Background: an optimization exercise with open tools, aiming at small area and a short achievable clock period. Do not read the settings as production practice. Only simulation tests tie the RTL to the original design; equivalence was not proved. Power and IR drop assume default switching activity. The flow treats the clock pin as an ideal source, which a real chip does not have.

==> design/flow/design.v <==
package dandy_pkg;
   localparam logic [7:0] HDR_BYTE = 8'hA5;
   localparam logic [7:0] DAC_MID  = 8'h80;
   typedef struct packed {
      logic [7:0] x;
      logic [7:0] y;
   } point_t;
endpackage
module xy_point_bank (
   input  logic        clk,
   input  logic        en_i,      
   input  logic        load_i,    
   input  logic [15:0] wdata_i,
   input  logic [5:0]  inc_i,     
   output logic [15:0] head_o,
   output logic [15:0] next_o
);
   logic [15:0]        h_q;
   logic [31:0][15:0]  s32_q;
   logic [15:0][15:0]  s16_q;
   logic [7:0][15:0]   s8_q;
   logic [3:0][15:0]   s4_q;
   logic [1:0][15:0]   s2_q;
   logic [15:0]        s1_q;
   logic [15:0]        c0, c1, c2, c3, c4, c5, c6;
   assign c0 = load_i ? wdata_i : h_q;
   assign c1 = inc_i[5] ? s32_q[0] : c0;
   assign c2 = inc_i[4] ? s16_q[0] : c1;
   assign c3 = inc_i[3] ? s8_q[0]  : c2;
   assign c4 = inc_i[2] ? s4_q[0]  : c3;
   assign c5 = inc_i[1] ? s2_q[0]  : c4;
   assign c6 = inc_i[0] ? s1_q     : c5;
   always_ff @(posedge clk)
      if (en_i) begin
         h_q       <= c6;
         s32_q     <= {c0, s32_q[31:1]};
         s16_q     <= {c1, s16_q[15:1]};
         s8_q      <= {c2, s8_q[7:1]};
         s4_q      <= {c3, s4_q[3:1]};
         s2_q      <= {c4, s2_q[1]};
         s1_q      <= c5;
      end
   assign head_o = h_q;
   assign next_o = c6;
endmodule
module xy_frame_sequencer
#(
   parameter int          DEPTH   = 64,
   parameter int          DWELL   = 2,
   parameter logic [15:0] TIMEOUT = 16'd50000
) (
   input  logic       clk,
   input  logic       reset,
   input  logic       enable,
   input  logic       step,
   input  logic       rx_valid,
   input  logic [7:0] rx_data,
   output logic [7:0] xdac,
   output logic [7:0] ydac,
   output logic       frame_start,
   output logic       loading,
   output logic       load_err
);
   logic       st_c_q, st_x_q, st_y_q, busy_q, err_q;
   logic [6:0] n_q;             
   logic [6:0] rem_q;           
   logic       last_q;          
   logic [7:0] x_q;
   logic       hdr, cnt_ok, wr_en;
   logic       ld_done;
   logic [15:0] wdata;
   assign hdr     = (rx_data == dandy_pkg::HDR_BYTE);
   assign cnt_ok  = (rx_data != 8'd0) && (rx_data <= 8'd64);
   assign wr_en   = rx_valid && st_y_q;
   assign wdata   = {x_q, rx_data};
   always_ff @(posedge clk)
      if (reset) begin
         st_c_q <= 1'b0;
         st_x_q <= 1'b0;
         st_y_q <= 1'b0;
         busy_q <= 1'b0;
         err_q  <= 1'b0;
      end else if (rx_valid) begin
         st_c_q <= !busy_q && hdr;
         st_x_q <= (st_c_q && cnt_ok) || (st_y_q && !last_q);
         st_y_q <= st_x_q;
         busy_q <= (!busy_q && hdr) || (st_c_q && cnt_ok) || st_x_q || (st_y_q && !last_q);
         if (st_c_q) err_q <= !cnt_ok;
      end
   always_ff @(posedge clk)
      if (rx_valid) begin
         if (st_c_q) begin
            n_q    <= rx_data[6:0];
            rem_q  <= rx_data[6:0];
            last_q <= (rx_data == 8'd1);
         end
         if (st_x_q) x_q <= rx_data;
         if (st_y_q) begin
            rem_q  <= rem_q - 7'd1;
            last_q <= (rem_q == 7'd2);
         end
      end
   logic       one_q [2];       
   logic [5:0] lidx_q[2];       
   logic        run_q, dwell_q, act_q, swp_q, fs_q, rot_q, have_q;
   logic        a_q;            
   logic        w_q;            
   logic        i_q;            
   logic        d_q;            
   logic [5:0]  idx_q;
   logic [15:0] rdata_q;
   logic [15:0] head [2];
   logic [15:0] nxt  [2];
   logic        last_pt, es, adv, wrap, swap_ok, swap_w, swap_i, start, rd_en;
   logic        act_n;
   logic        wr_q, wb_q, lag_q;
   logic [15:0] wd_q;
   logic [15:0] lhead [2];      
   logic [15:0] c_act, c_new, c_done;
   assign act_n   = ~act_q;
   assign last_pt = (idx_q == lidx_q[act_q]);
   assign es      = enable && step;
   assign start   = enable && i_q;
   assign adv     = es && a_q;
   assign wrap    = es && w_q;
   assign swap_ok = swp_q && !(st_x_q || st_y_q);
   assign ld_done = rx_valid && d_q;
   assign swap_w  = wrap && (swap_ok || ld_done);
   assign swap_i  = ld_done && !have_q;
   assign rd_en   = start || adv;
   assign c_act   = lhead[act_q];
   assign c_new   = lhead[act_n];
   assign c_done  = one_q[act_n] ? wdata : nxt[act_n];
   always_ff @(posedge clk)
      if (rx_valid && st_x_q) begin
         one_q[act_n]  <= (n_q == 7'd1);
         lidx_q[act_n] <= 6'(n_q - 7'd1);
      end
   always_ff @(posedge clk)
      if (reset) begin
         run_q   <= 1'b0;
         dwell_q <= 1'b0;
         a_q     <= 1'b0;
         w_q     <= 1'b0;
         i_q     <= 1'b0;
         d_q     <= 1'b0;
         idx_q   <= '0;
         act_q   <= 1'b0;
         swp_q   <= 1'b0;
         fs_q    <= 1'b0;
         rot_q   <= 1'b0;
         lag_q   <= 1'b0;
         have_q  <= 1'b0;
         rdata_q <= {dandy_pkg::DAC_MID, dandy_pkg::DAC_MID};
      end else begin
         fs_q   <= start || wrap;
         rot_q  <= rd_en;
         lag_q  <= (rot_q || lag_q) && wr_q && (wb_q == act_q);
         have_q <= have_q || ld_done;
         i_q    <= !run_q && (have_q ? !enable : ld_done);
         if (rx_valid) d_q <= st_x_q && last_q;
         if (start) run_q <= 1'b1;
         if (start)              dwell_q <= 1'b0;
         else if (run_q && es)   dwell_q <= !dwell_q;
         if (run_q && es) begin
            a_q <= !dwell_q;
            w_q <= !dwell_q && last_pt;
         end
         if (start || wrap) idx_q <= '0;
         else if (adv)      idx_q <= idx_q + 6'd1;
         if (swap_i || swap_w) act_q <= act_n;
         if (swap_w)                 swp_q <= 1'b0;
         else if (ld_done && have_q) swp_q <= 1'b1;
         if (wrap && ld_done)       rdata_q <= c_done;
         else if (wrap && swap_ok)  rdata_q <= c_new;
         else if (rd_en)            rdata_q <= c_act;
      end
   always_ff @(posedge clk) begin
      wr_q <= wr_en;
      if (wr_en) begin
         wb_q <= act_n;
         wd_q <= wdata;
      end
   end
   for (genvar b = 0; b < 2; b++) begin : g_bank
      logic en, ld, rot, sel1;
      assign ld   = wr_q && (wb_q == 1'(b));
      assign rot  = (rot_q || lag_q) && (act_q == 1'(b));
      assign en   = ld || rot;
      assign sel1 = ld || (lag_q && (act_q == 1'(b)));
      assign lhead[b] = sel1 ? nxt[b] : head[b];
      xy_point_bank u_bank (
         .clk     (clk),
         .en_i    (en),
         .load_i  (ld),
         .wdata_i (wd_q),
         .inc_i   (lidx_q[b]),
         .head_o  (head[b]),
         .next_o  (nxt[b])
      );
   end
   assign xdac        = rdata_q[15:8];
   assign ydac        = rdata_q[7:0];
   assign frame_start = fs_q;
   assign loading     = busy_q;
   assign load_err    = err_q;
endmodule
==> design/flow/flow/run.sh <==
#!/bin/bash
# Standard ORFS layout (the standard.sh, standard synthesis unchanged) with
# a few layout knobs passed to make:
#  - footprint matching off, so timing repair may resize the port buffers;
#  - port buffers start as buf_2 rather than a delay cell;
#  - setup repair aims at a tighter slack margin;
#  - CTS without dummy loads and with larger sink clusters.
set -euo pipefail
bash standard.sh \
  MATCH_CELL_FOOTPRINT=0 \
  SETUP_SLACK_MARGIN=6.2 \
  "BUFFER_PORTS_ARGS=-buffer_cell sky130_fd_sc_hd__buf_2" \
  "CTS_ARGS=-sink_clustering_enable -repair_clock_nets -sink_clustering_size 30 -sink_clustering_max_diameter 80 -buf_list sky130_fd_sc_hd__clkbuf_16 -dont_use_dummy_load" \
  finish > make_finish.log 2>&1
==> design/flow/standard.sh <==
#!/bin/bash
# synth_recipe.tcl (not shown) runs the flow's synth.tcl, then flattens the netlist and writes it again
# the make line also repeats each setting of config.mk as NAME=value (left out here)
make -C /OpenROAD-flow-scripts/flow DESIGN_CONFIG=/design/flow/config.mk WORK_HOME=/design/flow/orfs CLKGATE_MAP_FILE= SYNTH_SCRIPT=/design/flow/synth_recipe.tcl "${@:-finish}"
==> design/flow/config.mk <==
export PLATFORM = sky130hd
export DESIGN_NAME = xy_frame_sequencer
export DESIGN_NICKNAME = xy_frame_sequencer
export VERILOG_FILES = /design/flow/design.v
export SDC_FILE = /design/flow/constraint.sdc
export NUM_CORES = 4
export LEC_CHECK = 0
export CAP_MARGIN = 20
export CORE_MARGIN = 2
export CORE_UTILIZATION = 55
export SLEW_MARGIN = 20
==> design/flow/constraint.sdc <==
create_clock -name core_clock -period 9.0 [get_ports {clk}]
set_input_delay 1.8000 -clock core_clock [delete_from_list [all_inputs] [get_ports {clk}]]
set_output_delay 1.8000 -clock core_clock [all_outputs]
set_load 0.01 [all_outputs]
==> results.py, run 1 <==
metrics = {
    "run_status": {
        "status": "finished clean",
    },
    "timing": {
        "rsz0062_at_grt": "true",
        "relSlewSlack_pct": 31.8,
        "finalSetupViolCount": 0,
        "slew_viol_final": 0,
        "fin_setup_tns_ps": 0,
        "period_needed_ps": 3030,
        "max_clock_freq_ghz": 0.330,
        "hold_viol": 0,
        "worst_slew_pin_slew_ps": 1020,
        "finalCritPeriodShare_pct": 33.7,
        "finClkSkew_ps": 81.1,
    },
    "synthesis": {
        "yosys_warnings": 6,
        "ys_top_cells_by_area": "edfxtp_1 (90%), dfxtp_1 (1.2%), nand2_1 (0.93%)",
        "synth_edf_count": 2102,
        "synthArstFlopShare_pct": 0,
        "synth_area_sq_um": 70500,
        "ys_ff_latch": 2143,
        "yosys.area.top_type": "edfxtp_1",
        "syn_area_per_cell_sq_um": 22.1,
        "yosys.area.top_type_share_pct": 89.5,
        "synthesis.nets": 3204,
        "synth.yosys.seq_area_share_pct": 90.7,
        "ys_types": 79,
        "syn_inst": 3186,
        "synthFlopType": "edfxtp_1",
    },
    "routing": {
        "avgRoutedWirePerCell_um": 22.4,
        "wl_met1_um": 53700,
        "vias_per_cell": 5.62,
        "finalWirelength_um": 111000,
        "firstDrtPassIters": 5,
        "met3_length_um": 5040,
        "final_antenna_net_count": 0,
        "maxUsedRoutingLayer": "met4",
        "initialDrtViolationCount": 3148,
        "drcViolationCount": 0,
        "met2_length_um": 49500,
        "dr_total_vias": 27908,
    },
    "worst_setup_path": {
        "end_kind": "primary output",
        "worstPathArrival_ps": 1230,
        "cp_slowest_cell": "dfxtp_4",
        "crit_buf_inv": 1,
        "critPathRequiredTime_ps": 7200,
        "cpPeakStageDelay_ps": 410,
        "start_kind": "flop",
        "criticalPathCategory": "flop to primary output",
        "crit_family": "flip-flops",
        "critPathMaxFanout": 2,
        "path_cells": "buf_6",
    },
    "floorplanning": {
        "start_util_pct": 55.4,
        "die_area_sq_um": 131000,
        "ios": 32,
        "die_h_um": 362,
        "core_area_sq_um": 127000,
        "rows": 131,
        "die_x_um": 362,
    },
    "layout": {
        "area_growth_syn_to_layout_pct": 8.36,
        "final_cell_mix": "edfxtp_1 (2,102), nand2_1 (171), clkbuf_16 (97)",
        "drive_gt1_share_pct": 11.5,
        "final_common_cell": "edfxtp_1",
        "nets": 3325,
        "stdcell_count": 4968,
    },
    "global_routing": {
        "antenna_found_initial": 6,
        "grt_pass1_vias": 26868,
        "grt_max_degree": 213,
        "grt_pass1_wl_um": 167000,
        "track_usage_pct": 16.8,
        "grt_overflow": 0,
    },
    "clock_network": {
        "htree_levels": 3,
        "clock_path_buffers": 3,
        "clock_latency_ps": 720,
        "tritoncts": "built",
        "cts_sinks": 2143,
        "cts_inserted_buffers": 89,
        "cts_hold_buf": 0,
        "cts_root_buffer": "clkbuf_16",
        "path_clk_slew_ps": 110,
    },
    "place": {
        "place_inst": 4826,
        "gp_congestion": 0.830,
        "dp_hpwl_um": 61700,
        "io_buffers": 31,
    },
    "run": {
        "drv_cap": 0,
    },
    "power_and_ir_drop": {
        "ir_drop_mv": 0.149,
        "leakage_nw": 23.7,
        "powerDensity_nw_per_um2": 202,
    },
    "min_path": {
        "worstHoldPathType": "flop to flop",
    },
}
==> area by class of cell <==
class | count | area, sq um
sequential | 2143 | 64000
fill | 8780 | 51000
multi-input combinational | 911 | 6550
clock buffer | 89 | 2230
tap | 1662 | 2080
timing repair buffer | 114 | 1360
inverter | 48 | 180
antenna | 1 | 2.50
==> through the flow <==
step | instance area [sq um] | hold slack [ps] | utilization, % | total power [W] | worst slack, ps
after CTS | 75800 | 354 | 59.6 | 0.0157 | 5900
after detailed placement | 72700 | 405 | 57.1 | 0.0113 | 4410
after global placement | 72700 | 400 | 57.1 | 0.0113 | 4430
final | 76400 | 362 | 60.0 | 0.0155 | 5970
after global routing | 76400 | 369 | 60.0 | 0.0160 | 5910
after floorplan | 70500 | 400 | - | 0.0113 | -8550
==> cells by family after synthesis <==
group / after synthesis / share of synthesized area, %
flip-flops: 2143 / 90.7
XOR/XNOR: 24 / 0.298
multiplexers: 51 / 0.765
buffers and inverters: 137 / 0.866
adder cells (fa/ha/maj): 5 / 0.0887
AND/OR/NAND/NOR: 474 / 3.24
AO/OA/AOI/OAI: 352 / 4.05
==> synthesized netlist by cell type, types with 22 or more instances <==
cell,instances
o31ai_1,22
clkbuf_1,40
nor2b_1,22
o21ai_0,49
nand2_1,174
dfxtp_1,41
mux2i_1,36
nand2b_1,39
inv_1,47
o21a_1,29
nor3_1,24
o22ai_1,25
edfxtp_1,2102
nor2_1,98
a21oi_1,44
buf_2,23
a221oi_1,22
==> sequential cells by signal, indices dropped and copies added, names as in the netlist, 2 cells and up, named ones only <==
signal               cells
g_bank.u_bank.s16_q    512
wd_q                    16
rem_q                    7
rdata_q                 16
lidx_q                  12
g_bank.u_bank.s8_q     256
g_bank.u_bank.s2_q      64
one_q                    2
n_q                      7
idx_q                    6
g_bank.u_bank.h_q       32
g_bank.u_bank.s1_q      32
g_bank.u_bank.s4_q     128
x_q                      8
g_bank.u_bank.s32_q   1024
==> final timing paths <==
kind | from | endpoint | slack [ps] | cells past startpoint
min reg2reg | g_bank[1].u_bank.s4_q[34]$_DFFE_PP_ | g_bank[1].u_bank.s4_q[18]$_DFFE_PP_ | 360 | 0
max reg2reg | wb_q$_DFFE_PP_ | rdata_q[3]$_SDFFE_PP0P_ | 6250 | 10
min | g_bank[1].u_bank.s4_q[34]$_DFFE_PP_ | g_bank[1].u_bank.s4_q[18]$_DFFE_PP_ | 360 | 0
max | rdata_q[10]$_SDFFE_PP0P_ | xdac[2] | 5970 | 1
==> where the power goes <==
group	leakage, nW	switching (W)	internal [W]
logic	3.29	0.000105	0.0000359
registers	19.3	0.0000269	0.0109
clock network	1.10	0.00264	0.00178
total	23.7	0.00277	0.0127
==> per-layer routing <==
layer / vias up / global-route usage (%)
li1: 12646 / -
met1: 14494 / 26.9
met2: 606 / 24.4
met3: 162 / 2.42
met4: 0 / 4.77
met5: - / 0
==> timing repair <==
action                                  4_1_cts  5_1_grt
cloned                                        9        4
pin swaps                                    13       31
resized for setup                           135       64
hold endpoints to repair                      0        0
endpoints found under the setup margin     1306      287
buffers inserted                             24       14
==> run 2, diff against run 1 <==
--- a/design/flow/flow/run.sh
+++ b/design/flow/flow/run.sh
@@ -10,3 +10,3 @@
   MATCH_CELL_FOOTPRINT=0 \
-  SETUP_SLACK_MARGIN=6.2 \
+  SETUP_SLACK_MARGIN=6 \
   "BUFFER_PORTS_ARGS=-buffer_cell sky130_fd_sc_hd__buf_2" \
==> results.py, run 2 <==
metrics = {
    "run_status": {
        "status": "finished clean",
    },
    "worst_setup_path": {
        "critPathMaxFanout": 2,
        "criticalPathCategory": "flop to primary output",
        "worstPathArrival_ps": 1230,
        "crit_family": "flip-flops",
        "critPathRequiredTime_ps": 7200,
        "path_cells": "buf_6",
        "r2r_cells": 9,
        "start_kind": "flop",
        "cpPeakStageDelay_ps": 410,
        "timing.rr.start": "wb_q$_DFFE_PP_",
        "cp.depth": 1,
        "crit_buf_inv": 1,
        "end_kind": "primary output",
        "cp-startpoint": "rdata_q[10]$_SDFFE_PP0P_",
        "cp_slowest_cell": "dfxtp_4",
    },
    "timing": {
        "worst_slew_pin_slew_ps": 1130,
        "finClkSkew_ps": 80.1,
        "max_clock_freq_ghz": 0.330,
        "rsz0062_at_grt": "true",
        "finalSetupViolCount": 0,
        "relSlewSlack_pct": 24.1,
        "period_needed_ps": 3030,
        "hold_viol": 0,
        "finalCritPeriodShare_pct": 33.6,
        "hold_ws_ps": 365,
        "fin_setup_tns_ps": 0,
        "slew_viol_final": 0,
    },
    "synthesis": {
        "ys_top_cells_by_count": "edfxtp_1 (2,102), nand2_1 (174), nor2_1 (98)",
        "ys_types": 79,
        "synth.yosys.seq_area_share_pct": 90.7,
        "synth_compound_area_share_pct": 4.05,
        "synthFlopType": "edfxtp_1",
        "synthArstFlopShare_pct": 0,
        "yosys_warnings": 6,
        "syn_area_per_cell_sq_um": 22.1,
        "synth_xor_area_share_pct": 0.298,
        "synthMuxAreaShare_pct": 0.765,
        "synth-simple-area-share_pct": 3.24,
        "syn_inst": 3186,
        "synthesis.nets": 3204,
        "ys_top_cells_by_area": "edfxtp_1 (90%), dfxtp_1 (1.2%), nand2_1 (0.93%)",
        "yosys.area.top_type": "edfxtp_1",
        "yosys.area.top_type_share_pct": 89.5,
        "synth-adder-area-share_pct": 0.0887,
        "synth_edf_count": 2102,
        "synth_area_sq_um": 70500,
        "synth_top_family_by_area": "compound AO/OA/AOI/OAI gates",
        "ys_ff_latch": 2143,
        "synth_most_common_cell": "edfxtp_1",
    },
    "layout": {
        "reg.largest.list": "g_bank.u_bank.s32_q: 1024 flops, g_bank.u_bank.s16_q: 512 flops, g_bank.u_bank.s8_q: 256 flops",
        "area_growth_syn_to_layout_pct": 7.48,
        "finish.instance_area_sq_um": 75800,
        "nets": 3306,
        "fillers": 8833,
        "largest_register_ff_count": 1024,
        "final_common_cell": "edfxtp_1",
        "final_cell_mix": "edfxtp_1 (2,102), nand2_1 (173), nor2_1 (96)",
        "drive_gt1_share_pct": 10.0,
        "top_register": "g_bank.u_bank.s32_q",
    },
    "routing": {
        "vias_per_cell": 5.59,
        "avgRoutedWirePerCell_um": 22.2,
        "finalWirelength_um": 110000,
        "dr_total_vias": 27663,
        "drcViolationCount": 0,
        "firstDrtPassIters": 8,
        "final_antenna_net_count": 0,
        "initialDrtViolationCount": 3134,
    },
    "power_and_ir_drop": {
        "powerDensity_nw_per_um2": 204,
        "combinationalPowerShare_pct": 0.9,
        "leakage_nw": 23.5,
        "clkPwrFrac_pct": 28.6,
        "ir_drop_mv": 0.150,
        "internal-power_w": 0.0127,
        "p_sw_share_pct": 17.9,
        "p_seq_share_pct": 70.5,
        "p_sw_w": 0.00277,
    },
    "place": {
        "io_buffers": 31,
        "dp_hpwl_um": 61700,
        "postPlaceCellArea_sq_um": 72700,
        "gp_congestion": 0.830,
    },
    "clock_network": {
        "htree_levels": 3,
        "tritoncts": "built",
        "clock_latency_ps": 720,
        "cts_root_buffer": "clkbuf_16",
        "cts_hold_buf": 0,
        "cts_sinks": 2143,
        "clock_path_buffers": 3,
        "path_clk_slew_ps": 110,
        "cts_inserted_buffers": 89,
    },
    "floorplanning": {
        "die_area_sq_um": 131000,
        "die_h_um": 362,
        "die_x_um": 362,
        "ios": 32,
        "start_util_pct": 55.4,
        "core_area_sq_um": 127000,
        "rows": 131,
    },
    "global_routing": {
        "antenna_found_initial": 6,
        "grt_pass1_wl_um": 166000,
        "grt_overflow": 0,
        "track_usage_pct": 16.7,
        "grt_max_degree": 213,
        "grt_pass1_vias": 26708,
    },
    "min_path": {
        "worstHoldPathType": "flop to flop",
        "worstHoldStart": "g_bank[1].u_bank.s4_q[34]$_DFFE_PP_",
        "hold_depth": 0,
    },
    "run": {
        "drv_cap": 0,
    },
}
[run 2: through the flow]
| stage | std cells | worst slack, ps | util [%] | power [W] |
|---|---|---|---|---|
| finish | 4949 | 5970 | 59.5 | 0.0155 |
| floorplan | 3186 | -8550 | - | 0.0113 |
| CTS | 4933 | 5900 | 59.3 | 0.0157 |
| global route | 4948 | 5910 | 59.5 | 0.0160 |
| detailed placement | 4826 | 4410 | 57.1 | 0.0113 |
| global placement | 4826 | 4430 | 57.1 | 0.0113 |
[run 2: repair_timing]
item,4_1_cts,5_1_grt
setup buffers,11,14
gates cloned,7,0
setup endpoints to repair,1266,540
resized for setup,104,20
pin swaps,4,6
endpoints found under the hold margin,0,0
[run 2: worst paths after layout]
| path | to | slack, ps |
|---|---|---|
| worst max-delay path | xdac[2] | 5970 |
| worst min-delay path | g_bank[1].u_bank.s4_q[18]$_DFFE_PP_ | 370 |
| worst max register to register | rdata_q[1]$_SDFFE_PP0P_ | 6110 |
| worst min register to register | g_bank[1].u_bank.s4_q[18]$_DFFE_PP_ | 370 |
[run 2: power by group through the flow]
stage          sequential (W)  combinational [W]  clock (W)
5_1_grt                0.0109           0.000147    0.00496
2_1_floorplan          0.0112          0.0000811          0
4_1_cts                0.0109           0.000134    0.00464
3_5_place_dp           0.0111           0.000130          0
6_report               0.0109           0.000135    0.00442
3_3_place_gp           0.0111           0.000125          0
[run 2: kinds of logic after synthesis]
logic type / after synthesis
compound gates: 352
xor+xnor: 24
fa+ha+maj: 5
buf+inv: 137
flops: 2143
mux: 51
simple gates: 474
[run 2: metal layers]
metal,vias up,part of all wire [%],global-route usage (%)
met5,-,0,0
met4,0,2.7,4.78
met3,166,4.1,2.45
met2,588,44,24.1
met1,14310,49,26.8
li1,12599,-,-
[run 2: final cells by class]
cell class              count  area, sq um  area share, %
repair buffers             97         1070           1.41
clock buffers              89         2230           2.94
multi-input cells         909         6220           8.21
diodes                      1         2.50        0.00330
well taps                1662         2080           2.74
flip-flops and latches   2143        64000           84.5
inverters                  48          180          0.238
==> run 3, diff against run 2 <==
--- a/design/flow/flow/run.sh
+++ b/design/flow/flow/run.sh
@@ -10,5 +10,5 @@
   MATCH_CELL_FOOTPRINT=0 \
-  SETUP_SLACK_MARGIN=6 \
+  SETUP_SLACK_MARGIN=6.3 \
   "BUFFER_PORTS_ARGS=-buffer_cell sky130_fd_sc_hd__buf_2" \
-  "CTS_ARGS=-sink_clustering_enable -repair_clock_nets -sink_clustering_size 30 -sink_clustering_max_diameter 80 -buf_list sky130_fd_sc_hd__clkbuf_16 -dont_use_dummy_load" \
+  "CTS_ARGS=-sink_clustering_enable -repair_clock_nets -sink_clustering_size 20 -sink_clustering_max_diameter 60 -buf_list sky130_fd_sc_hd__clkbuf_16 -dont_use_dummy_load" \
   finish > make_finish.log 2>&1
==> results.py, run 3 <==
metrics = {
    "synthesis": {
        "synthesis.nets": 3204,
        "syn_area_per_cell_sq_um": 22.1,
        "yosys.area.top_type": "edfxtp_1",
        "synthArstFlopShare_pct": 0,
        "synthFlopType": "edfxtp_1",
        "ys_top_cells_by_count": "edfxtp_1 (2,102), nand2_1 (174), nor2_1 (98)",
        "yosys.area.top_type_share_pct": 89.5,
        "yosys_warnings": 6,
        "ys_ff_latch": 2143,
        "ys_types": 79,
        "syn_inst": 3186,
        "synth.yosys.seq_area_share_pct": 90.7,
        "synth_area_sq_um": 70500,
        "synth_edf_count": 2102,
        "ys_top_cells_by_area": "edfxtp_1 (90%), dfxtp_1 (1.2%), nand2_1 (0.93%)",
        "synth_most_common_cell": "edfxtp_1",
    },
    "layout": {
        "reg.largest.list": "g_bank.u_bank.s32_q: 1024 flops, g_bank.u_bank.s16_q: 512 flops, g_bank.u_bank.s8_q: 256 flops",
        "regArea_sq_um": 64000,
        "largest_register_ff_count": 1024,
        "stdcell_count": 5041,
        "final_common_cell": "edfxtp_1",
        "area_growth_syn_to_layout_pct": 10.7,
        "top_register": "g_bank.u_bank.s32_q",
        "fillers": 8642,
        "multi_input_area_sq_um": 6590,
        "final_cell_mix": "edfxtp_1 (2,102), nand2_1 (170), clkbuf_16 (153)",
        "drive_gt1_share_pct": 13.7,
        "nets": 3396,
    },
    "power_and_ir_drop": {
        "powerDensity_nw_per_um2": 214,
        "leakage_nw": 24.5,
        "ir_drop_mv": 0.166,
    },
    "floorplanning": {
        "die_x_um": 362,
        "start_util_pct": 55.4,
        "rows": 131,
        "ios": 32,
        "die_area_sq_um": 131000,
        "core_area_sq_um": 127000,
        "die_h_um": 362,
    },
    "timing": {
        "finalSetupViolCount": 0,
        "max_clock_freq_ghz": 0.325,
        "hold_viol": 0,
        "finClkSkew_ps": 103,
        "relSlewSlack_pct": 31.4,
        "worst_slew_pin_slew_ps": 1030,
        "fin_setup_tns_ps": 0,
        "hold_ws_ps": 362,
        "rsz0062_at_grt": "true",
        "finalCritPeriodShare_pct": 34.2,
        "period_needed_ps": 3080,
        "slew_viol_final": 0,
    },
    "routing": {
        "avgRoutedWirePerCell_um": 22.6,
        "firstDrtPassIters": 7,
        "drcViolationCount": 0,
        "initialDrtViolationCount": 3024,
        "dr_total_vias": 28334,
        "vias_per_cell": 5.62,
        "final_antenna_net_count": 0,
        "finalWirelength_um": 114000,
    },
    "worst_setup_path": {
        "end_kind": "primary output",
        "critPathRequiredTime_ps": 7200,
        "r2r_cells": 10,
        "cp.depth": 1,
        "worstPathArrival_ps": 1280,
        "crit_family": "flip-flops",
        "criticalPathCategory": "flop to primary output",
        "cpPeakStageDelay_ps": 410,
        "cp_slowest_cell": "dfxtp_4",
        "crit_buf_inv": 1,
        "start_kind": "flop",
        "path_cells": "buf_6",
        "critPathMaxFanout": 2,
    },
    "global_routing": {
        "grt_overflow": 0,
        "antenna_found_initial": 5,
        "grt_pass1_wl_um": 171000,
        "grt_pass1_vias": 27527,
        "grt_max_degree": 213,
        "track_usage_pct": 17.3,
    },
    "place": {
        "dp_hpwl_um": 61700,
        "gp_congestion": 0.830,
        "io_buffers": 31,
        "place_inst": 4826,
    },
    "clock_network": {
        "cts_inserted_buffers": 141,
        "htree_levels": 4,
        "path_clk_slew_ps": 80,
        "clock_path_buffers": 3,
        "cts_hold_buf": 0,
        "cts_sinks": 2143,
        "cts_root_buffer": "clkbuf_16",
        "clock_latency_ps": 790,
        "tritoncts": "built",
    },
    "run_status": {
        "status": "finished clean",
    },
    "run": {
        "drv_cap": 0,
    },
    "min_path": {
        "hold_depth": 0,
        "worstHoldPathType": "flop to flop",
    },
}
-- run 3: cell counts after synthesis --
No cell type changed its count.
-- run 3: stage by stage --
step	power, W	setup slack [ps]	area [sq um]	util [%]
floorplan	0.0113	-8550	70500	-
global placement	0.0113	4430	72700	57.1
detailed placement	0.0113	4410	72700	57.1
CTS	0.0169	5870	77400	60.8
global route	0.0173	5870	78000	61.3
finish	0.0167	5920	78000	61.3
-- run 3: power breakdown --
| group | internal [W] | leakage, nW | switching (W) |
|---|---|---|---|
| clock | 0.00277 | 1.74 | 0.00288 |
| combinational | 0.0000390 | 3.46 | 0.000106 |
| sequential | 0.0109 | 19.3 | 0.0000269 |
-- run 3: final cells by class --
| class | instances | share of cell area [%] |
|---|---|---|
| Timing Repair Buffer | 133 | 2.11 |
| Antenna cell | 3 | 0.00962 |
| Tap cell | 1662 | 2.66 |
| Inverter | 48 | 0.236 |
| Sequential cell | 2143 | 82.0 |
| Clock buffer | 141 | 4.52 |
| Multi-Input combinational cell | 911 | 8.44 |
-- run 3: repair_timing --
item	in CTS	in global routing
resized for setup	159	65
setup buffers	31	21
pin swaps	29	28
endpoints found under the setup margin	1609	440
cloned	11	7
-- run 3: cells by family after synthesis --
| kind of cell | Yosys count | synth area share (%) |
|---|---|---|
| AOI/OAI and AO/OA | 352 | 4.05 |
| buffers and inverters | 137 | 0.866 |
| DFF | 2143 | 90.7 |
| xor gates and xnor gates | 24 | 0.298 |
| and+or+nand+nor | 474 | 3.24 |
| muxes | 51 | 0.765 |
| adders and majority gates | 5 | 0.0887 |
-- run 3: routing by layer --
metal | vias to the layer above | part of all wire, % | global-route usage, %
li1 | 12805 | - | -
met1 | 14629 | 48 | 27.2
met2 | 676 | 44 | 24.9
met3 | 224 | 4.9 | 3.07
met4 | 0 | 3.0 | 5.56
met5 | - | 0 | 0
-- run 3: worst paths after layout --
check | startpoint | endpoint | slack (ps)
min reg2reg | g_bank[0].u_bank.s32_q[280]$_DFFE_PP_ | g_bank[0].u_bank.s32_q[264]$_DFFE_PP_ | 360
max | rdata_q[1]$_SDFFE_PP0P_ | ydac[1] | 5920
max reg2reg | wb_q$_DFFE_PP_ | rdata_q[14]$_SDFFE_PP0P_ | 6320
min | g_bank[0].u_bank.s32_q[280]$_DFFE_PP_ | g_bank[0].u_bank.s32_q[264]$_DFFE_PP_ | 360
==> run 4, diff against run 3 <==
==> design/flow/flow/run.sh (replaced) <==
#!/bin/bash
# Standard ORFS layout (the standard.sh) with these changes:
#  - synthesis is the standard synthesis script, except that ABC maps the
#    logic with an area-oriented script (flow/area.abc); registers are not
#    touched by ABC, so they come out as in the standard synthesis;
#  - footprint matching off, so timing repair may resize the port buffers;
#  - port buffers start as buf_2 rather than a delay cell;
#  - setup repair aims at a tighter slack margin;
#  - CTS without dummy loads and with larger sink clusters.
set -euo pipefail
here=$(pwd)
export MY_ABC_SCRIPT=$here/flow/area.abc
{
  head -n 1 synth_recipe.tcl
  cat <<'TCL'
proc abc {args} {
  set i [lsearch -exact $args -script]
  if {$i >= 0} { lset args [expr {$i + 1}] $::env(MY_ABC_SCRIPT) }
  yosys abc {*}$args
}
TCL
  tail -n +2 synth_recipe.tcl
} > area_synth.tcl
bash standard.sh \
  SYNTH_SCRIPT=$here/area_synth.tcl \
  MATCH_CELL_FOOTPRINT=0 \
  SETUP_SLACK_MARGIN=6 \
  "BUFFER_PORTS_ARGS=-buffer_cell sky130_fd_sc_hd__buf_2" \
  "CTS_ARGS=-sink_clustering_enable -repair_clock_nets -sink_clustering_size 30 -sink_clustering_max_diameter 80 -buf_list sky130_fd_sc_hd__clkbuf_16 -dont_use_dummy_load" \
  finish > make_finish.log 2>&1
==> design/flow/flow/area.abc (new file) <==
strash
dch -f
amap
topo
==> results.py, run 4 <==
metrics = {
    "run_status": {
        "status": "finished clean",
    },
    "worst_setup_path": {
        "worstPathArrival_ps": 3990,
        "criticalPathCategory": "flop to flop",
        "critPathMaxFanout": 4,
        "r2r_cells": 15,
        "r2r-end": "rdata_q[11]$_SDFFE_PP0P_",
        "timing.rr.start": "wb_q$_DFFE_PP_",
        "cpMostUsedCell": "o22a_1",
        "cp_slowest_cell": "edfxtp_1",
        "ff2ff_setup_slack_ps": 5530,
        "cpPeakStageDelay_ps": 360,
        "end_kind": "flop",
        "start_kind": "flop",
        "critPathRequiredTime_ps": 9520,
        "path_cells": "buf_4 -> clkinvlp_4 -> buf_6 -> buf_6 -> a32o_2 -> o22a_1 -> o22a_1 -> o22a_1 -> a22o_1 -> a22o_1 -> o22ai_2 -> inv_2 -> a221oi_2 -> o32ai_2 -> o221a_1",
    },
    "global_routing": {
        "track_usage_pct": 16.3,
        "grt_pass1_wl_um": 156000,
        "grt_pass1_vias": 25050,
        "antenna_found_initial": 6,
        "grt_max_degree": 190,
        "grt_overflow": 0,
    },
    "synthesis": {
        "synth_most_common_cell": "edfxtp_1",
        "synthesis.nets": 2767,
        "syn_inst": 2749,
        "synth_edf_count": 2102,
        "syn_area_per_cell_sq_um": 24.7,
        "synthFlopType": "edfxtp_1",
        "synth_area_sq_um": 67900,
        "yosys.area.top_type": "edfxtp_1",
        "ys_top_cells_by_count": "edfxtp_1 (2,102), clkinv_1 (106), o22a_1 (97)",
        "synth-simple-area-share_pct": 0.634,
        "synth_top_family_by_area": "compound AO/OA/AOI/OAI gates",
        "synthArstFlopShare_pct": 0,
        "ys_top_cells_by_area": "edfxtp_1 (93%), o22a_1 (1.3%), dfxtp_1 (1.2%)",
        "ys_types": 37,
        "synth_compound_area_share_pct": 4.42,
        "synthMuxAreaShare_pct": 0,
        "synth_xor_area_share_pct": 0.0258,
        "synth-adder-area-share_pct": 0.0922,
        "yosys_warnings": 6,
        "synth.yosys.seq_area_share_pct": 94.2,
        "yosys.area.top_type_share_pct": 93.0,
        "ys_ff_latch": 2143,
    },
    "timing": {
        "relSlewSlack_pct": 43.3,
        "finalCritPeriodShare_pct": 38.6,
        "period_needed_ps": 3470,
        "hold_viol": 0,
        "finalSetupViolCount": 0,
        "worst_slew_pin_slew_ps": 850,
        "setup_slack_ps": 5530,
        "slew_viol_final": 0,
        "rsz0062_at_grt": "true",
        "finClkSkew_ps": 69.8,
        "max_clock_freq_ghz": 0.288,
        "fin_setup_tns_ps": 0,
    },
    "layout": {
        "fillers": 8371,
        "multi_input_area_sq_um": 4090,
        "nets": 2985,
        "drive_gt1_share_pct": 11.9,
        "regArea_sq_um": 64000,
        "area_growth_syn_to_layout_pct": 9.18,
        "largest_register_ff_count": 1024,
        "final_common_cell": "edfxtp_1",
        "top_register": "g_bank.u_bank.s32_q",
        "final_cell_mix": "edfxtp_1 (2,102), o22a_1 (97), clkbuf_16 (92)",
        "reg.largest.list": "g_bank.u_bank.s32_q: 1024 flops, g_bank.u_bank.s16_q: 512 flops, g_bank.u_bank.s8_q: 256 flops",
    },
    "min_path": {
        "min_to": "g_bank[0].u_bank.s32_q[159]$_DFFE_PP_",
        "hold_depth": 0,
        "worstHoldStart": "g_bank[0].u_bank.s32_q[175]$_DFFE_PP_",
        "worstHoldPathType": "flop to flop",
    },
    "clock_network": {
        "clock_latency_ps": 690,
        "cts_hold_buf": 0,
        "cts_sinks": 2143,
        "tritoncts": "built",
        "htree_levels": 3,
        "cts_inserted_buffers": 85,
        "clock_path_buffers": 3,
        "cts_root_buffer": "clkbuf_16",
        "path_clk_slew_ps": 110,
    },
    "power_and_ir_drop": {
        "p_seq_share_pct": 71.1,
        "ir_drop_mv": 0.172,
        "combinationalPowerShare_pct": 0.3,
        "internal-power_w": 0.0125,
        "powerDensity_nw_per_um2": 205,
        "p_sw_w": 0.00267,
        "p_sw_share_pct": 17.6,
        "leakage_nw": 22.5,
        "clkPwrFrac_pct": 28.6,
    },
    "floorplanning": {
        "start_util_pct": 55.6,
        "die_h_um": 355,
        "die_x_um": 355,
        "rows": 128,
        "core_area_sq_um": 122000,
        "die_area_sq_um": 126000,
        "ios": 32,
    },
    "routing": {
        "finalWirelength_um": 105000,
        "vias_per_cell": 5.71,
        "drcViolationCount": 0,
        "avgRoutedWirePerCell_um": 22.8,
        "dr_total_vias": 26192,
        "final_antenna_net_count": 0,
        "initialDrtViolationCount": 2786,
        "firstDrtPassIters": 5,
    },
    "place": {
        "post-place-ws_ps": 3570,
        "gp_congestion": 0.860,
        "dp_hpwl_um": 56400,
        "io_buffers": 31,
    },
    "run": {
        "drv_cap": 0,
    },
}
## run 4: changes by cell type after synthesis, moves of 36 or more
| cell | change |
|---|---|
| o22ai_1 | +58 |
| clkbuf_1 | -40 |
| o22a_1 | +94 |
| nor2_1 | -46 |
| mux2i_1 | -36 |
| a22o_1 | +62 |
| nand2_1 | -153 |
| inv_1 | -47 |
| nand2b_1 | -39 |
| clkinv_1 | +105 |
## run 4: kinds of logic (layout without fill, tap and decap cells)
family	Yosys count	in the layout
xor+xnor	2	2
other cells	0	1
simple gates	100	101
flops	2143	2143
buf+inv	107	322
fa+ha+maj	5	5
compound gates	392	392
## run 4: timing repair
item | 4_1_cts | 5_1_grt
buffers inserted | 47 | 15
gates resized for setup | 204 | 37
endpoints found under the setup margin | 2184 | 1205
endpoints found under the hold margin | 0 | 0
pin swaps | 22 | 7
gates cloned | 5 | 4
## run 4: power groups by stage
stage	logic (W)	registers (W)	clock network, W
2_1_floorplan	0.0000174	0.0110	0
3_3_place_gp	0.0000369	0.0110	0
3_5_place_dp	0.0000381	0.0110	0
4_1_cts	0.0000411	0.0108	0.00454
5_1_grt	0.0000453	0.0108	0.00485
6_report	0.0000418	0.0108	0.00434
## run 4: critical path, delay by kind of cell (launching register included)
kind	cells	cell delay (ps)
flops	1	360
buf+inv	5	690
compound gates	10	2240
## run 4: layout make-up
cell class	count	area share, %
sequential	2143	86.4
tap	1625	2.74
timing repair buffer	130	1.86
timing repair inverter	1	0.00676
clock buffer	85	2.87
inverter	106	0.603
antenna	1	0.00338
multi-input combinational	500	5.53
## run 4: per-layer routing
layer | part of all wire, % | global-route usage [%] | wire [um]
met3 | 4.7 | 2.61 | 4940
met1 | 50 | 27.3 | 52400
met4 | 2.3 | 4.24 | 2380
met5 | 0 | 0 | 0
met2 | 43 | 22.6 | 45000
## run 4: metrics by stage
step	area, sq um	utilization [%]	total power [W]	cells	hold WS [ps]
finish	74100	60.7	0.0152	4591	386
global route	74100	60.7	0.0157	4591	383
detailed placement	70400	57.7	0.0111	4434	405
floorplan	67900	-	0.0110	2749	400
CTS	73700	60.4	0.0154	4571	384
global placement	70400	57.7	0.0111	4434	400
## run 4: how the worst max path moves through the flow
stage	from	endpoint	slack [ps]	depth (start not counted)
detailed placement	rx_valid	rdata_q[9]$_SDFFE_PP0P_	3570	9
CTS	wb_q$_DFFE_PP_	rdata_q[11]$_SDFFE_PP0P_	5540	13
finish	wb_q$_DFFE_PP_	rdata_q[11]$_SDFFE_PP0P_	5530	15
global placement	rx_valid	rdata_q[15]$_SDFFE_PP1P_	3580	10
floorplan	act_q$_SDFFE_PP0N_	g_bank[1].u_bank.h_q[0]$_DFFE_PP_	-8940	2
global route	wb_q$_DFFE_PP_	rdata_q[6]$_SDFFE_PP0P_	5410	16
==> run 5, diff against run 4 <==
--- a/design/flow/design.v
+++ b/design/flow/design.v
@@ -13,2 +13,4 @@
    input  logic [15:0] wdata_i,
+   input  logic        one_i,     
+   input  logic        two_i,     
    input  logic [5:0]  inc_i,     
@@ -17,4 +19,4 @@
 );
-   logic [15:0]        h_q;
-   logic [31:0][15:0]  s32_q;
+   logic [15:0]        h_q, p1_q;
+   logic [30:0][15:0]  s31_q;
    logic [15:0][15:0]  s16_q;
@@ -26,3 +28,3 @@
    assign c0 = load_i ? wdata_i : h_q;
-   assign c1 = inc_i[5] ? s32_q[0] : c0;
+   assign c1 = inc_i[5] ? s31_q[0] : c0;
    assign c2 = inc_i[4] ? s16_q[0] : c1;
@@ -32,6 +34,8 @@
    assign c6 = inc_i[0] ? s1_q     : c5;
+   assign next_o = one_i ? c0 : p1_q;
    always_ff @(posedge clk)
       if (en_i) begin
-         h_q       <= c6;
-         s32_q     <= {c0, s32_q[31:1]};
+         h_q       <= next_o;
+         p1_q      <= two_i ? c0 : c6;
+         s31_q     <= {c0, s31_q[30:1]};
          s16_q     <= {c1, s16_q[15:1]};
@@ -43,3 +47,2 @@
    assign head_o = h_q;
-   assign next_o = c6;
 endmodule
@@ -64,6 +67,6 @@
    logic       st_c_q, st_x_q, st_y_q, busy_q, err_q;
-   logic [6:0] n_q;             
-   logic [6:0] rem_q;           
+   logic [5:0] rem_q;           
    logic       last_q;          
-   logic [7:0] x_q;
+   logic       fx_q;            
+   logic [15:0] wd_q;           
    logic       hdr, cnt_ok, wr_en;
@@ -74,3 +77,3 @@
    assign wr_en   = rx_valid && st_y_q;
-   assign wdata   = {x_q, rx_data};
+   assign wdata   = {wd_q[15:8], rx_data};
    always_ff @(posedge clk)
@@ -92,14 +95,21 @@
          if (st_c_q) begin
-            n_q    <= rx_data[6:0];
-            rem_q  <= rx_data[6:0];
+            rem_q  <= 6'(rx_data - 8'd1);
             last_q <= (rx_data == 8'd1);
+            fx_q   <= 1'b1;
          end
-         if (st_x_q) x_q <= rx_data;
          if (st_y_q) begin
-            rem_q  <= rem_q - 7'd1;
-            last_q <= (rem_q == 7'd2);
+            rem_q  <= rem_q - 6'd1;
+            last_q <= (rem_q == 6'd1);
+            fx_q   <= 1'b0;
          end
       end
-   logic       one_q [2];       
-   logic [5:0] lidx_q[2];       
+   logic       one_q [2];
+   logic [5:0] inc_q [2];
+   logic       two   [2];
+   logic [5:0] lidx  [2];       
+   for (genvar b = 0; b < 2; b++) begin : g_shape
+      assign two[b]  = !one_q[b] && (inc_q[b] == 6'd0);
+      assign lidx[b] = one_q[b]    ? 6'd0 :
+                       inc_q[b][5] ? {1'b1, inc_q[b][4:0]} : {1'b0, inc_q[b][4:0] + 5'd1};
+   end
    logic        run_q, dwell_q, act_q, swp_q, fs_q, rot_q, have_q;
@@ -116,3 +126,2 @@
    logic        wr_q, wb_q, lag_q;
-   logic [15:0] wd_q;
    logic [15:0] lhead [2];      
@@ -120,3 +129,3 @@
    assign act_n   = ~act_q;
-   assign last_pt = (idx_q == lidx_q[act_q]);
+   assign last_pt = (idx_q == lidx[act_q]);
    assign es      = enable && step;
@@ -134,5 +143,5 @@
    always_ff @(posedge clk)
-      if (rx_valid && st_x_q) begin
-         one_q[act_n]  <= (n_q == 7'd1);
-         lidx_q[act_n] <= 6'(n_q - 7'd1);
+      if (rx_valid && st_x_q && fx_q) begin
+         one_q[act_n] <= (rem_q == 6'd0);
+         inc_q[act_n] <= {rem_q[5], rem_q[5] ? rem_q[4:0] : rem_q[4:0] - 5'd1};
       end
@@ -179,6 +188,5 @@
       wr_q <= wr_en;
-      if (wr_en) begin
-         wb_q <= act_n;
-         wd_q <= wdata;
-      end
+      if (wr_en) wb_q <= act_n;
+      if (rx_valid && st_x_q) wd_q[15:8] <= rx_data;
+      if (wr_en)              wd_q[7:0]  <= rx_data;
    end
@@ -196,3 +204,5 @@
          .wdata_i (wd_q),
-         .inc_i   (lidx_q[b]),
+         .one_i   (one_q[b]),
+         .two_i   (two[b]),
+         .inc_i   (inc_q[b]),
          .head_o  (head[b]),
--- a/design/flow/flow/run.sh
+++ b/design/flow/flow/run.sh
@@ -26,3 +26,3 @@
   MATCH_CELL_FOOTPRINT=0 \
-  SETUP_SLACK_MARGIN=6 \
+  SETUP_SLACK_MARGIN=5.8 \
   "BUFFER_PORTS_ARGS=-buffer_cell sky130_fd_sc_hd__buf_2" \
==> results.py, run 5 <==
metrics = {
    "timing": {
        "rsz0062_at_grt": "true",
        "hold_viol": 0,
        "max_clock_freq_ghz": 0.320,
        "hold_ws_ps": 363,
        "finalCritPeriodShare_pct": 34.7,
        "finalSetupViolCount": 0,
        "fin_setup_tns_ps": 0,
        "finClkSkew_ps": 73.3,
        "relSlewSlack_pct": 24.2,
        "worst_slew_pin_slew_ps": 1140,
        "period_needed_ps": 3120,
        "slew_viol_final": 0,
    },
    "worst_setup_path": {
        "path_cells": "clkinv_1 -> nor2_1 -> buf_6 -> clkinvlp_4 -> buf_4 -> buf_4 -> o22ai_1 -> buf_4 -> a21oi_1 -> o22a_1 -> o22a_1 -> o22ai_1 -> o21ai_0 -> nor2_1 -> o32ai_1",
        "cpPeakStageDelay_ps": 400,
        "end_kind": "flop",
        "criticalPathCategory": "flop to flop",
        "cp-startpoint": "wb_q$_DFFE_PP_",
        "critPathRequiredTime_ps": 9390,
        "cpMostUsedCell": "buf_4",
        "timing.rr.start": "wb_q$_DFFE_PP_",
        "cp_slowest_cell": "edfxtp_1",
        "critPathMaxFanout": 11,
        "worstPathArrival_ps": 3510,
        "ff2ff_setup_slack_ps": 5880,
        "start_kind": "flop",
    },
    "global_routing": {
        "antenna_found_initial": 6,
        "grt_overflow": 0,
        "grt_pass1_wl_um": 166000,
        "track_usage_pct": 17.7,
        "grt_pass1_vias": 26051,
        "grt_max_degree": 215,
    },
    "routing": {
        "initialDrtViolationCount": 3111,
        "firstDrtPassIters": 5,
        "avgRoutedWirePerCell_um": 23.9,
        "drcViolationCount": 0,
        "finalWirelength_um": 113000,
        "dr_total_vias": 27335,
        "vias_per_cell": 5.76,
        "final_antenna_net_count": 0,
    },
    "place": {
        "place_inst": 4613,
        "io_buffers": 31,
        "gp_congestion": 0.832,
        "dp_hpwl_um": 63600,
    },
    "synthesis": {
        "synthesis.nets": 2917,
        "synth_most_common_cell": "edfxtp_1",
        "syn_area_per_cell_sq_um": 23.5,
        "synth.yosys.seq_area_share_pct": 93.3,
        "ys_top_cells_by_count": "edfxtp_1 (2,087), nor2_1 (123), clkinv_1 (107)",
        "ys_top_cells_by_area": "edfxtp_1 (92%), dfxtp_1 (1.2%), o22a_1 (0.99%)",
        "ys_types": 35,
        "yosys.area.top_type": "edfxtp_1",
        "synthArstFlopShare_pct": 0,
        "syn_inst": 2894,
        "synthFlopType": "edfxtp_1",
        "ys_ff_latch": 2127,
        "yosys_warnings": 10,
        "synth_edf_count": 2087,
        "yosys.area.top_type_share_pct": 92.1,
        "synth_area_sq_um": 68100,
    },
    "run": {
        "drv_cap": 0,
    },
    "power_and_ir_drop": {
        "powerDensity_nw_per_um2": 206,
        "ir_drop_mv": 0.182,
        "leakage_nw": 22.4,
    },
    "layout": {
        "nets": 3130,
        "final_common_cell": "edfxtp_1",
        "largest_register_ff_count": 992,
        "top_register": "g_bank.u_bank.s31_q",
        "drive_gt1_share_pct": 8.63,
        "final_cell_mix": "edfxtp_1 (2,087), nor2_1 (120), clkbuf_16 (92)",
        "area_growth_syn_to_layout_pct": 8.43,
        "reg.largest.list": "g_bank.u_bank.s31_q: 992 flops, g_bank.u_bank.s16_q: 512 flops, g_bank.u_bank.s8_q: 256 flops",
        "stdcell_count": 4743,
    },
    "run_status": {
        "status": "finished clean",
    },
    "clock_network": {
        "cts_sinks": 2127,
        "htree_levels": 3,
        "cts_root_buffer": "clkbuf_16",
        "clock_latency_ps": 710,
        "path_clk_slew_ps": 110,
        "clock_path_buffers": 3,
        "tritoncts": "built",
        "cts_inserted_buffers": 89,
        "cts_hold_buf": 0,
    },
    "floorplanning": {
        "die_x_um": 356,
        "start_util_pct": 55.2,
        "die_area_sq_um": 127000,
        "die_h_um": 356,
        "ios": 32,
        "rows": 129,
        "core_area_sq_um": 123000,
    },
    "min_path": {
        "worstHoldStart": "g_bank[0].u_bank.s2_q[25]$_DFFE_PP_",
        "worstHoldPathType": "flop to flop",
    },
}
run 5: changes by cell type after synthesis, sizes merged, moves of 12 or more:
| cell | delta |
|---|---|
| a22o | -12 |
| a32o | -13 |
| a22oi | +25 |
| a21oi | +52 |
| o22a | -20 |
| edfxtp | -15 |
| nor2 | +71 |
run 5: logic make-up after synthesis:
kind of cell | after synthesis | synth area share [%]
simple gates | 189 | 1.13
fa+ha+maj | 10 | 0.184
compound gates | 461 | 4.84
flops | 2127 | 93.3
buf+inv | 107 | 0.590
run 5: path summary, 6_finish.rpt:
check,end,depth (start not counted)
hold / removal,g_bank[0].u_bank.s2_q[9]$_DFFE_PP_,0
setup / recovery,g_bank[1].u_bank.p1_q[1]$_DFFE_PP_,15
hold reg to reg,g_bank[0].u_bank.s2_q[9]$_DFFE_PP_,0
setup reg to reg,g_bank[1].u_bank.p1_q[1]$_DFFE_PP_,15
run 5: power by group:
part | internal, W | leakage [nW] | total (W) | switching (W)
combinational | 0.0000107 | 2.18 | 0.0000443 | 0.0000336
sequential | 0.0107 | 19.1 | 0.0107 | 0.00000449
clock | 0.00178 | 1.10 | 0.00443 | 0.00265
run 5: worst max-delay path: cells and delay by family, from the launching register on:
family	cells	cell delay, ps
buf+inv	6	1000
compound gates	7	1210
flops	1	400
simple gates	2	230
run 5: metal layers:
| layer | routed length [um] | vias to the layer above | global-route usage [%] |
|---|---|---|---|
| met5 | 0 | - | 0 |
| met4 | 3090 | 0 | 5.70 |
| met3 | 6180 | 179 | 2.81 |
| met2 | 49500 | 726 | 24.8 |
| met1 | 54400 | 14315 | 28.8 |
| li1 | - | 12115 | - |
run 5: cell type report:
class / count / area (sq um)
Timing Repair Buffer: 117 / 1070
Tap cell: 1637 / 2050
Multi-Input combinational cell: 662 / 4490
Fill cell: 8689 / 49500
Sequential cell: 2127 / 63500
Inverter: 107 / 454
Antenna cell: 1 / 2.50
Clock buffer: 89 / 2230
Timing Repair inverter: 3 / 20.0
run 5: repair_timing:
item | CTS | global route
endpoints found under the setup margin | 2084 | 98
endpoints found under the hold margin | 0 | 0
resized for setup | 69 | 22
pin swaps | 3 | 4
setup buffers | 20 | 11
cloned | 7 | 1
run 5: through the flow:
stage	cell area [sq um]	setup slack (ps)	power, W	util, %
4_1_cts	73600	5760	0.0154	59.7
6_report	73800	5880	0.0152	59.8
3_5_place_dp	70800	3630	0.0110	57.4
3_3_place_gp	70800	3570	0.0110	57.4
2_1_floorplan	68100	-8950	0.0110	-
5_1_grt	73800	5740	0.0157	59.8
==> run 6, diff against run 5 <==
--- a/design/flow/flow/run.sh
+++ b/design/flow/flow/run.sh
@@ -26,3 +26,3 @@
   MATCH_CELL_FOOTPRINT=0 \
-  SETUP_SLACK_MARGIN=5.8 \
+  SETUP_SLACK_MARGIN=5.5 \
   "BUFFER_PORTS_ARGS=-buffer_cell sky130_fd_sc_hd__buf_2" \
==> results.py, run 6 <==
metrics = {
    "run_status": {
        "status": "finished clean",
    },
    "routing": {
        "vias_per_cell": 5.76,
        "met3_length_um": 6090,
        "wl_met1_um": 54300,
        "firstDrtPassIters": 7,
        "dr_total_vias": 27199,
        "met2_length_um": 48600,
        "drcViolationCount": 0,
        "maxUsedRoutingLayer": "met4",
        "avgRoutedWirePerCell_um": 23.8,
        "final_antenna_net_count": 0,
        "finalWirelength_um": 113000,
        "initialDrtViolationCount": 2993,
    },
    "clock_network": {
        "cts_root_buffer": "clkbuf_16",
        "htree_levels": 3,
        "path_clk_slew_ps": 110,
        "clock_path_buffers": 3,
        "clock_latency_ps": 710,
        "cts_inserted_buffers": 89,
        "cts_hold_buf": 0,
        "cts_sinks": 2127,
        "tritoncts": "built",
    },
    "floorplanning": {
        "core_area_sq_um": 123000,
        "rows": 129,
        "die_h_um": 356,
        "ios": 32,
        "die_x_um": 356,
        "start_util_pct": 55.2,
        "die_area_sq_um": 127000,
    },
    "synthesis": {
        "syn_inst": 2894,
        "ys_top_cells_by_area": "edfxtp_1 (92%), dfxtp_1 (1.2%), o22a_1 (0.99%)",
        "ys_ff_latch": 2127,
        "synth_most_common_cell": "edfxtp_1",
        "ys_types": 35,
        "synthesis.nets": 2917,
        "synthFlopType": "edfxtp_1",
        "yosys_warnings": 10,
        "yosys.area.top_type_share_pct": 92.1,
        "synthArstFlopShare_pct": 0,
        "ys_top_cells_by_count": "edfxtp_1 (2,087), nor2_1 (123), clkinv_1 (107)",
        "synth_edf_count": 2087,
        "synth.yosys.seq_area_share_pct": 93.3,
        "syn_area_per_cell_sq_um": 23.5,
        "synth_area_sq_um": 68100,
        "yosys.area.top_type": "edfxtp_1",
    },
    "power_and_ir_drop": {
        "powerDensity_nw_per_um2": 207,
        "ir_drop_mv": 0.183,
        "power.total_w": 0.0152,
        "leakage_nw": 22.3,
    },
    "timing": {
        "max_clock_freq_ghz": 0.289,
        "finClkSkew_ps": 75.4,
        "hold_viol": 0,
        "worst_slew_pin_slew_ps": 1130,
        "rsz0062_at_grt": "true",
        "fin_setup_tns_ps": 0,
        "period_needed_ps": 3460,
        "relSlewSlack_pct": 24.4,
        "finalCritPeriodShare_pct": 38.4,
        "finalSetupViolCount": 0,
        "slew_viol_final": 0,
    },
    "layout": {
        "final_common_cell": "edfxtp_1",
        "final_cell_mix": "edfxtp_1 (2,087), nor2_1 (121), clkinv_1 (96)",
        "drive_gt1_share_pct": 7.42,
        "fillers": 8706,
        "top_register": "g_bank.u_bank.s31_q",
        "nets": 3112,
        "reg.largest.list": "g_bank.u_bank.s31_q: 992 flops, g_bank.u_bank.s16_q: 512 flops, g_bank.u_bank.s8_q: 256 flops",
        "antenna_cells": 0,
        "area_growth_syn_to_layout_pct": 7.98,
        "largest_register_ff_count": 992,
    },
    "global_routing": {
        "track_usage_pct": 17.5,
        "grt_overflow": 0,
        "grt_max_degree": 215,
        "antenna_found_initial": 7,
        "grt_pass1_wl_um": 165000,
        "grt_pass1_vias": 25998,
    },
    "place": {
        "dp_hpwl_um": 63600,
        "gp_congestion": 0.832,
        "io_buffers": 31,
    },
    "min_path": {
        "worstHoldStart": "g_bank[0].u_bank.s2_q[25]$_DFFE_PP_",
        "min_to": "g_bank[0].u_bank.s2_q[9]$_DFFE_PP_",
        "hold_depth": 0,
        "worstHoldPathType": "flop to flop",
    },
    "worst_setup_path": {
        "criticalPathCategory": "flop to flop",
        "r2r-end": "rdata_q[7]$_SDFFE_PP1P_",
        "critPathMaxFanout": 27,
        "end_kind": "flop",
        "ff2ff_setup_slack_ps": 5540,
        "critPathRequiredTime_ps": 9540,
        "r2r_cells": 8,
        "start_kind": "flop",
        "worstPathArrival_ps": 4000,
        "timing.rr.start": "act_q$_SDFFE_PP0P_",
    },
    "run": {
        "drv_cap": 0,
    },
}
## run 6: cell families (layout without fill, tap and decap cells)
group	Yosys count	in the layout	share of synthesized area (%)
AOI/OAI and AO/OA	461	462	4.84
adders and majority gates	10	10	0.184
buffers and inverters	107	299	0.590
DFF	2127	2127	93.3
and+or+nand+nor	189	189	1.13
## run 6: critical path, stage by stage, from the launching register on
cell and delay [ps]:
dfxtp_4 650, clkinvlp_4 520, o21ai_0 300, buf_4 310
clkinvlp_4 440, o21ai_0 590, o22ai_1 130, o22a_1 190
o221ai_1 180
## run 6: worst max-delay path by stage
stage,cells after the start,start,end
3_3_place_gp,9,enable,rdata_q[4]$_SDFFE_PP0P_
2_1_floorplan,2,act_q$_SDFFE_PP0P_,g_bank[1].u_bank.h_q[0]$_DFFE_PP_
6_report,8,act_q$_SDFFE_PP0P_,rdata_q[7]$_SDFFE_PP1P_
3_5_place_dp,9,rx_valid,rdata_q[7]$_SDFFE_PP1P_
4_1_cts,8,act_q$_SDFFE_PP0P_,rdata_q[7]$_SDFFE_PP1P_
5_1_grt,4,act_q$_SDFFE_PP0P_,g_bank[1].u_bank.s8_q[10]$_DFFE_PP_
## run 6: through the flow
stage / utilization, % / hold WS [ps] / cell area [sq um] / setup slack, ps / std cells
floorplan: - / 400 / 68100 / -8950 / 2894
global placement: 57.4 / 400 / 70800 / 3570 / 4613
detailed placement: 57.4 / 405 / 70800 / 3630 / 4613
CTS: 59.5 / 345 / 73300 / 5440 / 4716
global route: 59.6 / 351 / 73500 / 5470 / 4724
finish: 59.6 / 362 / 73500 / 5540 / 4724
## run 6: power by group
part           leakage (nW)  internal (W)  switching, W
clock                  1.10       0.00178       0.00266
combinational          2.08     0.0000105     0.0000336
sequential             19.1        0.0107    0.00000445
total                  22.3        0.0125       0.00270
## run 6: repair_timing
action                                  in CTS  in global routing
buffers inserted                             9                  5
endpoints found under the setup margin     940                429
pin swaps                                    1                  0
cloned                                       5                  2
gates resized for setup                     35                 13
## run 6: cell type report
class	instances	area (sq um)	area share [%]
well taps	1637	2050	2.79
flip-flops and latches	2127	63500	86.4
clock buffers	89	2230	3.03
multi-input cells	661	4360	5.93
repair buffers	100	927	1.26
inverters	107	439	0.598
repair inverters	3	17.5	0.0238
## run 6: routing by layer
layer  track usage, %  vias to the layer above
met4             5.87                        0
li1                 -                    12057
met1             28.6                    14236
met5                0                        -
met3             2.82                      185
met2             24.4                      721
==> run 7, diff against run 6 <==
--- a/design/flow/flow/run.sh
+++ b/design/flow/flow/run.sh
@@ -26,3 +26,3 @@
   MATCH_CELL_FOOTPRINT=0 \
-  SETUP_SLACK_MARGIN=5.5 \
+  SETUP_SLACK_MARGIN=6 \
   "BUFFER_PORTS_ARGS=-buffer_cell sky130_fd_sc_hd__buf_2" \
--- a/design/flow/config.mk
+++ b/design/flow/config.mk
@@ -7,5 +7,5 @@
 export LEC_CHECK = 0
-export CAP_MARGIN = 20
+export CAP_MARGIN = 0
 export CORE_MARGIN = 2
 export CORE_UTILIZATION = 55
-export SLEW_MARGIN = 20
+export SLEW_MARGIN = 0
==> results.py, run 7 <==
metrics = {
    "worst_setup_path": {
        "cpPeakStageDelay_ps": 430,
        "cp_slowest_cell": "dfxtp_4",
        "critPathRequiredTime_ps": 7200,
        "criticalPathCategory": "flop to primary output",
        "crit_family": "flip-flops",
        "crit_buf_inv": 1,
        "path_cells": "buf_6",
        "worstPathArrival_ps": 1200,
        "critPathMaxFanout": 2,
        "start_kind": "flop",
        "end_kind": "primary output",
    },
    "power_and_ir_drop": {
        "p_seq_share_pct": 70.5,
        "leakage_nw": 22.7,
        "p_sw_w": 0.00270,
        "powerDensity_nw_per_um2": 203,
        "power.total_w": 0.0152,
        "internal-power_w": 0.0125,
        "p_sw_share_pct": 17.8,
        "clkPwrFrac_pct": 29.2,
        "ir_drop_mv": 0.183,
        "combinationalPowerShare_pct": 0.3,
    },
    "global_routing": {
        "grt_overflow": 0,
        "antenna_found_initial": 6,
        "grt_pass1_vias": 26183,
        "grt_max_degree": 215,
        "track_usage_pct": 17.9,
        "grt_pass1_wl_um": 168000,
    },
    "routing": {
        "firstDrtPassIters": 8,
        "drcViolationCount": 0,
        "initialDrtViolationCount": 3154,
        "avgRoutedWirePerCell_um": 24.0,
        "dr_total_vias": 27540,
        "finalWirelength_um": 115000,
        "vias_per_cell": 5.74,
        "final_antenna_net_count": 0,
    },
    "min_path": {
        "worstHoldPathType": "flop to flop",
    },
    "synthesis": {
        "yosys.area.top_type": "edfxtp_1",
        "synth.yosys.seq_area_share_pct": 93.3,
        "synthArstFlopShare_pct": 0,
        "ys_ff_latch": 2127,
        "synthFlopType": "edfxtp_1",
        "syn_area_per_cell_sq_um": 23.5,
        "ys_top_cells_by_count": "edfxtp_1 (2,087), nor2_1 (123), clkinv_1 (107)",
        "synth_area_sq_um": 68100,
        "yosys.area.top_type_share_pct": 92.1,
        "synth_edf_count": 2087,
        "synthesis.nets": 2917,
        "ys_top_cells_by_area": "edfxtp_1 (92%), dfxtp_1 (1.2%), o22a_1 (0.99%)",
        "yosys_warnings": 10,
        "synth_most_common_cell": "edfxtp_1",
        "syn_inst": 2894,
        "ys_types": 35,
    },
    "timing": {
        "slew_viol_final": 0,
        "period_needed_ps": 3000,
        "relSlewSlack_pct": 20.0,
        "hold_ws_ps": 359,
        "finClkSkew_ps": 74.4,
        "max_clock_freq_ghz": 0.333,
        "hold_viol": 0,
        "finalCritPeriodShare_pct": 33.4,
        "rsz0062_at_grt": "true",
        "fin_setup_tns_ps": 0,
        "worst_slew_pin_slew_ps": 1200,
        "finalSetupViolCount": 0,
    },
    "layout": {
        "top_register": "g_bank.u_bank.s31_q",
        "area_growth_syn_to_layout_pct": 9.74,
        "nets": 3184,
        "final_common_cell": "edfxtp_1",
        "largest_register_ff_count": 992,
        "antenna_cells": 0,
        "final_cell_mix": "edfxtp_1 (2,087), nor2_1 (119), buf_4 (99)",
        "drive_gt1_share_pct": 12.1,
        "reg.largest.list": "g_bank.u_bank.s31_q: 992 flops, g_bank.u_bank.s16_q: 512 flops, g_bank.u_bank.s8_q: 256 flops",
    },
    "floorplanning": {
        "die_h_um": 356,
        "rows": 129,
        "die_area_sq_um": 127000,
        "die_x_um": 356,
        "core_area_sq_um": 123000,
        "ios": 32,
        "start_util_pct": 55.2,
    },
    "place": {
        "dp_hpwl_um": 63600,
        "gp_congestion": 0.832,
        "io_buffers": 31,
    },
    "clock_network": {
        "cts_sinks": 2127,
        "clock_path_buffers": 3,
        "cts_inserted_buffers": 89,
        "tritoncts": "built",
        "clock_latency_ps": 710,
        "cts_hold_buf": 0,
        "cts_root_buffer": "clkbuf_16",
        "path_clk_slew_ps": 110,
        "htree_levels": 3,
    },
    "run_status": {
        "status": "finished clean",
    },
    "run": {
        "drv_cap": 0,
    },
}
## run 7: cell counts after synthesis
Identical to the previous run, type by type.
## run 7: worst paths after layout
kind	startpoint	endpoint	slack, ps	depth (start not counted)
setup reg to reg	wb_q$_DFFE_PP_	g_bank[1].u_bank.p1_q[5]$_DFFE_PP_	6060	14
hold reg to reg	g_bank[0].u_bank.s2_q[25]$_DFFE_PP_	g_bank[0].u_bank.s2_q[9]$_DFFE_PP_	360	0
hold / removal	g_bank[0].u_bank.s2_q[25]$_DFFE_PP_	g_bank[0].u_bank.s2_q[9]$_DFFE_PP_	360	0
setup / recovery	rdata_q[1]$_SDFFE_PP0P_	ydac[1]	6000	1
## run 7: per-layer routing
layer  global-route usage, %  vias up  share of wire (%)
met2                    25.1      679                 44
li1                        -    12215                  -
met5                       0        -                  0
met1                    29.1    14453                 48
met3                    2.90      193                5.1
met4                    5.81        0                3.1
## run 7: cells by family (layout without fill, tap and decap cells)
logic type      Yosys count  count (layout)  synth area share, %
fa+ha+maj                10              10                0.184
compound gates          461             463                 4.84
buf+inv                 107             370                0.590
simple gates            189             189                 1.13
flops                  2127            2127                 93.3
## run 7: power groups by stage
stage	clock (W)	sequential [W]	combinational, W
floorplan	0	0.0109	0.0000192
global placement	0	0.0109	0.0000413
detailed placement	0	0.0109	0.0000420
CTS	0.00463	0.0107	0.0000447
global route	0.00495	0.0107	0.0000502
finish	0.00443	0.0107	0.0000472
## run 7: cell type report
| cell class | count | area, sq um |
|---|---|---|
| inverters | 107 | 469 |
| multi-input cells | 662 | 4760 |
| fillers | 8626 | 48600 |
| clock buffers | 89 | 2230 |
| well taps | 1637 | 2050 |
| repair inverters | 4 | 25.0 |
| repair buffers | 170 | 1630 |
| flip-flops and latches | 2127 | 63500 |
## run 7: stage by stage
step | cells | setup slack [ps] | utilization [%] | cell area, sq um
after floorplan | 2894 | -8950 | - | 68100
after global routing | 4796 | 5930 | 60.6 | 74700
after global placement | 4613 | 3570 | 57.4 | 70800
after detailed placement | 4613 | 3630 | 57.4 | 70800
after CTS | 4747 | 5930 | 60.0 | 73900
final | 4796 | 6000 | 60.6 | 74700
## run 7: what timing repair did
item,CTS,global route
gates resized for setup,133,74
pin swaps,7,27
cloned,8,1
setup endpoints to repair,2182,516
setup buffers,37,48

-- port drivers added, routing unchanged --
Ports are ideal in the flow. The routed layouts listed here were re-timed in OpenROAD.
Step 1 sets driving cells, clkbuf_16 on the clock port and buf_2 on the other inputs (assumed; they add their load-dependent delay and slew).
Step 2, shift: input delay + t, output delay - t, t = (earliest + latest rising clock arrival at the registers) / 2. This alone moves slack from input paths to output paths.
Slacks: ideal ports / drivers / drivers and shift; pairs: ideal ports / drivers.
run | t, ns | setup WS [ns] | hold WS [ns] | worst setup path at the end | clock arrival spread, ns
run 1 | 0.746 | 5.967 / 5.899 / 5.438 | 0.362 / 0.362 / 0.362 | input to register | 0.083 / 0.083
run 2 | 0.747 | 5.972 / 5.903 / 5.356 | 0.365 / 0.365 / 0.365 | input to register | 0.082 / 0.082
run 3 | 0.807 | 5.919 / 5.850 / 5.384 | 0.362 / 0.362 / 0.362 | input to register | 0.108 / 0.107
run 4 | 0.734 | 5.526 / 5.526 / 4.945 | 0.386 / 0.386 / 0.386 | input to register | 0.077 / 0.078
run 5 | 0.737 | 5.876 / 5.822 / 5.212 | 0.363 / 0.363 / 0.363 | input to register | 0.080 / 0.080
run 6 | 0.736 | 5.543 / 5.543 / 4.974 | 0.362 / 0.362 / 0.362 | input to register | 0.084 / 0.084
run 7 | 0.737 | 5.997 / 5.928 / 5.304 | 0.359 / 0.359 / 0.359 | input to register | 0.082 / 0.082
After both steps setup and hold are still met in every run listed. For run 7, which loses most, drivers alone change the setup slack by -0.069 ns; drivers and shift together by -0.693 ns.
